From an optimization exercise on the open Yosys and OpenROAD flow, aimed at small area, a short achievable clock period and few clock cycles per item; shortcuts taken in it are not production practice. Only simulation tests tie the RTL to the original design; equivalence was not proved. Power and IR drop assume default switching activity.

== job 103 ==
==> module multi_slot_interval_timer, before the edit <==
module multi_slot_interval_timer (
  input  wire logic        clk,
  input  wire logic        rst,
  input  wire logic        start,
  output logic             busy,
  input  wire logic [3:0]  opcode,
  input  wire logic [7:0]  event_id,
  input  wire logic [31:0] now,
  input  wire logic [31:0] new_interval,
  input  wire logic [1:0]  new_mode,
  input  wire logic [15:0] new_limit,
  input  wire logic        new_enable,
  input  wire logic        clear_count,
  output logic             strobe,
  output logic             kind,
  output logic [1:0]       status,
  output logic [7:0]       fired_id,
  output logic [31:0]      fire_time,
  output logic [15:0]      fire_count,
  output logic [31:0]      slot_interval,
  output logic [1:0]       slot_mode,
  output logic             slot_enabled,
  output logic             last
);
  localparam int N = NUM_SLOTS;
  logic acc;
  logic t_tick, t_add, t_remove, t_start_all, t_start_one, t_start_fire, t_stop_all;
  logic t_stop_one, t_call, t_force, t_query, t_item;
  logic [N-1:0] vp;           
  logic [N-1:0] rem;          
  logic [N-1:0] show;         
  logic [N-1:0] hitv, duev, appv, freev, src, first;
  logic found, full;
  logic [7:0]  s_id   [N];
  logic [31:0] s_ival [N];
  logic [1:0]  s_mode [N];
  logic        s_en   [N];
  logic [31:0] s_lt   [N];
  logic [15:0] s_cnt  [N];
  logic [N-1:0] ord [N];
  logic         bef [N][N];
  assign busy = |rem;
  assign acc = start && !busy && !rst;
  assign t_tick       = acc && opcode == OP_TICK;
  assign t_add        = acc && opcode == OP_ADD;
  assign t_remove     = acc && opcode == OP_REMOVE;
  assign t_start_all  = acc && opcode == OP_START_ALL;
  assign t_start_one  = acc && opcode == OP_START_ONE;
  assign t_start_fire = acc && opcode == OP_START_FIRE;
  assign t_stop_all   = acc && opcode == OP_STOP_ALL;
  assign t_stop_one   = acc && opcode == OP_STOP_ONE;
  assign t_call       = acc && opcode == OP_CALL;
  assign t_force      = acc && opcode == OP_FORCE;
  assign t_query      = acc && opcode == OP_QUERY;
  assign t_item       = acc && opcode != OP_TICK && opcode <= OP_QUERY;
  for (genvar g = 0; g < N; g++) begin : g_cell
    mst_cell u_cell (
      .clk(clk), .vp(vp[g]), .event_id(event_id), .now(now), .nnow(~now), .new_interval(new_interval),
      .new_mode(new_mode), .new_limit_n(~new_limit), .new_enable(new_enable),
      .clear_count(clear_count), .t_tick(t_tick), .t_add(t_add),
      .t_start_all(t_start_all), .t_stop_all(t_stop_all), .t_start_one(t_start_one),
      .t_start_fire(t_start_fire), .t_stop_one(t_stop_one), .t_call(t_call),
      .app(appv[g]), .hit(hitv[g]), .due(duev[g]), .id(s_id[g]), .ival(s_ival[g]),
      .mode(s_mode[g]), .en(s_en[g]), .lt(s_lt[g]), .cnt(s_cnt[g]));
  end
  assign found = |hitv;
  assign full  = &vp;
  always_comb begin
    freev = '0;
    for (int i = N - 1; i >= 0; i--) if (!vp[i]) freev = N'(1) << i;
  end
  assign appv = (t_add && !found) ? freev : '0;
  always_comb begin
    for (int p = 0; p < N; p++)
      for (int q = 0; q < N; q++)
        bef[q][p] = (q < p) ? ord[q][p] : (q > p) ? !ord[p][q] : 1'b0;
    src = t_tick ? duev : rem;
    for (int p = 0; p < N; p++) begin
      first[p] = src[p];
      for (int q = 0; q < N; q++) if (bef[q][p] && src[q]) first[p] = 1'b0;
    end
  end
  always_ff @(posedge clk) begin
    if (rst) begin
      vp <= '0;
      rem <= '0;
      strobe <= 1'b0;
    end else begin
      vp <= (vp | appv) & ~(t_remove ? hitv : '0);
      rem <= src & ~first;
      strobe <= t_item || (|src);
    end
  end
  always_ff @(posedge clk) begin
    for (int p = 0; p < N; p++)
      if (appv[p])
        for (int q = 0; q < N; q++) begin
          if (q < p) ord[q][p] <= 1'b1;
          if (q > p) ord[p][q] <= 1'b0;
        end
  end
  logic [7:0] rid;
  logic [31:0] rnow;
  logic ftnow;
  always_ff @(posedge clk) begin
    rnow <= now;
    show <= first | ((t_add || t_start_one || t_start_fire || t_stop_one || t_call ||
                      t_force || t_query) ? (hitv | appv) : '0);
    kind <= (|src) || ((t_start_fire || t_call || t_force) && found);
    if (!t_item) status <= ST_OK;
    else if (t_add) status <= found ? ST_CHANGED : (full ? ST_FULL : ST_OK);
    else status <= (found || t_start_all || t_stop_all) ? ST_OK : ST_NOT_FOUND;
    rid <= (t_item && !t_start_all && !t_stop_all) ? event_id : 8'd0;
    ftnow <= (t_call || t_force) && found;
  end
  assign last = !busy;
  always_comb begin
    fired_id = rid;
    fire_time = ftnow ? rnow : 32'd0;
    fire_count = '0;
    slot_interval = '0;
    slot_mode = '0;
    slot_enabled = 1'b0;
    for (int p = 0; p < N; p++) begin
      fired_id |= show[p] ? s_id[p] : 8'd0;
      fire_time |= (show[p] && !ftnow) ? s_lt[p] : 32'd0;
      fire_count |= show[p] ? s_cnt[p] : 16'd0;
      slot_interval |= show[p] ? s_ival[p] : 32'd0;
      slot_mode |= show[p] ? s_mode[p] : 2'd0;
      slot_enabled |= show[p] && s_en[p];
    end
  end
endmodule
make LEC_CHECK=0 CAP_MARGIN=20 CORE_MARGIN=2 CORE_UTILIZATION=60 CTS_BUF_LIST=sky130_fd_sc_hd__clkbuf_8 CTS_CLUSTER_SIZE=20 SETUP_SLACK_MARGIN=3.0 SLEW_MARGIN=20 SYNTH_HIERARCHICAL=1 TNS_END_PERCENT=0 finish   # period 7.0 ns
run.sh (not shown) runs the stock make flow with config.mk's settings and CLKGATE_MAP_FILE= SYNTH_SCRIPT=/design/flow/synth_recipe.tcl, a recipe that flattens the netlist after the stock synthesis.
Testbench counts of job 103, summed over its fixed seeds: cycles 4,048, commands 3,200.
Modified inputs, job 102 compared to job 103
--- a/flow/design.v
+++ b/flow/design.v
@@ -137,22 +137,27 @@
   logic acc;
   logic t_tick, t_add, t_remove, t_start_all, t_start_one, t_start_fire, t_stop_all;
   logic t_stop_one, t_call, t_force, t_query, t_item;
   logic [N-1:0] vp;           
   logic [N-1:0] rem;          
-  logic [N-1:0] show;         
-  logic [N-1:0] hitv, duev, appv, freev, src, first;
+  logic [N-1:0] sel;          
+  logic [N-1:0] hitv, duev, appv, freev, cur, show;
   logic found, full;
   logic [7:0]  s_id   [N];
   logic [31:0] s_ival [N];
   logic [1:0]  s_mode [N];
   logic        s_en   [N];
   logic [31:0] s_lt   [N];
   logic [15:0] s_cnt  [N];
   logic [N-1:0] ord [N];
   logic         bef [N][N];
-  assign busy = |rem;
+  always_comb begin
+    busy = 1'b0;
+    for (int p = 0; p < N; p++)
+      for (int q = p + 1; q < N; q++)
+        if (rem[p] && rem[q]) busy = 1'b1;
+  end
   assign acc = start && !busy && !rst;
   assign t_tick       = acc && opcode == OP_TICK;
   assign t_add        = acc && opcode == OP_ADD;
   assign t_remove     = acc && opcode == OP_REMOVE;
   assign t_start_all  = acc && opcode == OP_START_ALL;
@@ -183,25 +188,25 @@
   assign appv = (t_add && !found) ? freev : '0;
   always_comb begin
     for (int p = 0; p < N; p++)
       for (int q = 0; q < N; q++)
         bef[q][p] = (q < p) ? ord[q][p] : (q > p) ? !ord[p][q] : 1'b0;
-    src = t_tick ? duev : rem;
     for (int p = 0; p < N; p++) begin
-      first[p] = src[p];
-      for (int q = 0; q < N; q++) if (bef[q][p] && src[q]) first[p] = 1'b0;
-    end
-  end
+      cur[p] = rem[p];
+      for (int q = 0; q < N; q++) if (bef[q][p] && rem[q]) cur[p] = 1'b0;
+    end
+  end
+  logic item;
   always_ff @(posedge clk) begin
     if (rst) begin
       vp <= '0;
       rem <= '0;
-      strobe <= 1'b0;
+      item <= 1'b0;
     end else begin
       vp <= (vp | appv) & ~(t_remove ? hitv : '0);
-      rem <= src & ~first;
-      strobe <= t_item || (|src);
+      rem <= t_tick ? duev : (rem & ~cur);
+      item <= t_item;
     end
   end
   always_ff @(posedge clk) begin
     for (int p = 0; p < N; p++)
       if (appv[p])
@@ -210,22 +215,27 @@
           if (q > p) ord[p][q] <= 1'b0;
         end
   end
   logic [7:0] rid;
   logic [31:0] rnow;
-  logic ftnow;
+  logic ftnow, rkind;
+  logic [1:0] rstatus;
   always_ff @(posedge clk) begin
     rnow <= now;
-    show <= first | ((t_add || t_start_one || t_start_fire || t_stop_one || t_call ||
-                      t_force || t_query) ? (hitv | appv) : '0);
-    kind <= (|src) || ((t_start_fire || t_call || t_force) && found);
-    if (!t_item) status <= ST_OK;
-    else if (t_add) status <= found ? ST_CHANGED : (full ? ST_FULL : ST_OK);
-    else status <= (found || t_start_all || t_stop_all) ? ST_OK : ST_NOT_FOUND;
+    sel <= (t_add || t_start_one || t_start_fire || t_stop_one || t_call || t_force ||
+            t_query) ? (hitv | appv) : '0;
+    rkind <= (t_start_fire || t_call || t_force) && found;
+    if (!t_item) rstatus <= ST_OK;
+    else if (t_add) rstatus <= found ? ST_CHANGED : (full ? ST_FULL : ST_OK);
+    else rstatus <= (found || t_start_all || t_stop_all) ? ST_OK : ST_NOT_FOUND;
     rid <= (t_item && !t_start_all && !t_stop_all) ? event_id : 8'd0;
     ftnow <= (t_call || t_force) && found;
   end
+  assign show = sel | cur;
+  assign strobe = item || (|rem);
+  assign kind = rkind || (|rem);
+  assign status = rstatus;
   assign last = !busy;
   always_comb begin
     fired_id = rid;
     fire_time = ftnow ? rnow : 32'd0;
     fire_count = '0;
## What came out
Job 103 → job 102: clock latency at the later pin of the worst-skew pair has remained practically unchanged; clock-buffer cell count has decreased; setup slack lost 0.27 ns; total power now smaller.
Compound-gate portion of the synthesized area ended up 0.85 points higher on job 102 than on job 103.
The initial core utilization was comparable across job 102 and job 103.
Job 102 against job 103: power drawn by the sequential cells ~0 delta, netlist area before placement +0.0013 mm², cell area after layout +0.0015 mm², leakage power figure +1.9%, non-clock buffer count -29.
Combinational power down about 10% in job 102 wrt job 103
Wire length of job 102 exceeds that of job 103 by a little under 10%.
Testbench counts of job 102, summed over its fixed seeds: cycles 4,048, commands 3,200.

port drivers added, routing unchanged:
The results above use ideal ports. As a check the final layouts listed here were re-extracted and re-timed, cells and wires unchanged. Step 1: set_driving_cell puts a clkbuf_16 on clk and a buf_2 on each other input, an assumption about the parent block. Step 2 adds t to the input delays and takes it off the output delays; t is the mean of the earliest and latest rising clock arrival at the registers after step 1. Input paths then give back, and output paths get back, about the clock's delay inside the block. a / b / c = ideal ports / drivers / drivers and shift; a / b = the first two.
| run | shift t [ns] | setup WS [ns] | worst setup path at the end | pins driven straight from the clock port |
|---|---|---|---|---|
| job 103 | 0.928 | 2.344 / 2.344 / 1.447 | input to register | 1 |
| job 102 | 0.942 | 2.077 / 2.006 / 1.172 | input to register | 1 |
After both steps every run listed still meets setup and hold. For job 102, which loses most, drivers alone change the setup slack by -0.071 ns; drivers and shift together by -0.905 ns.
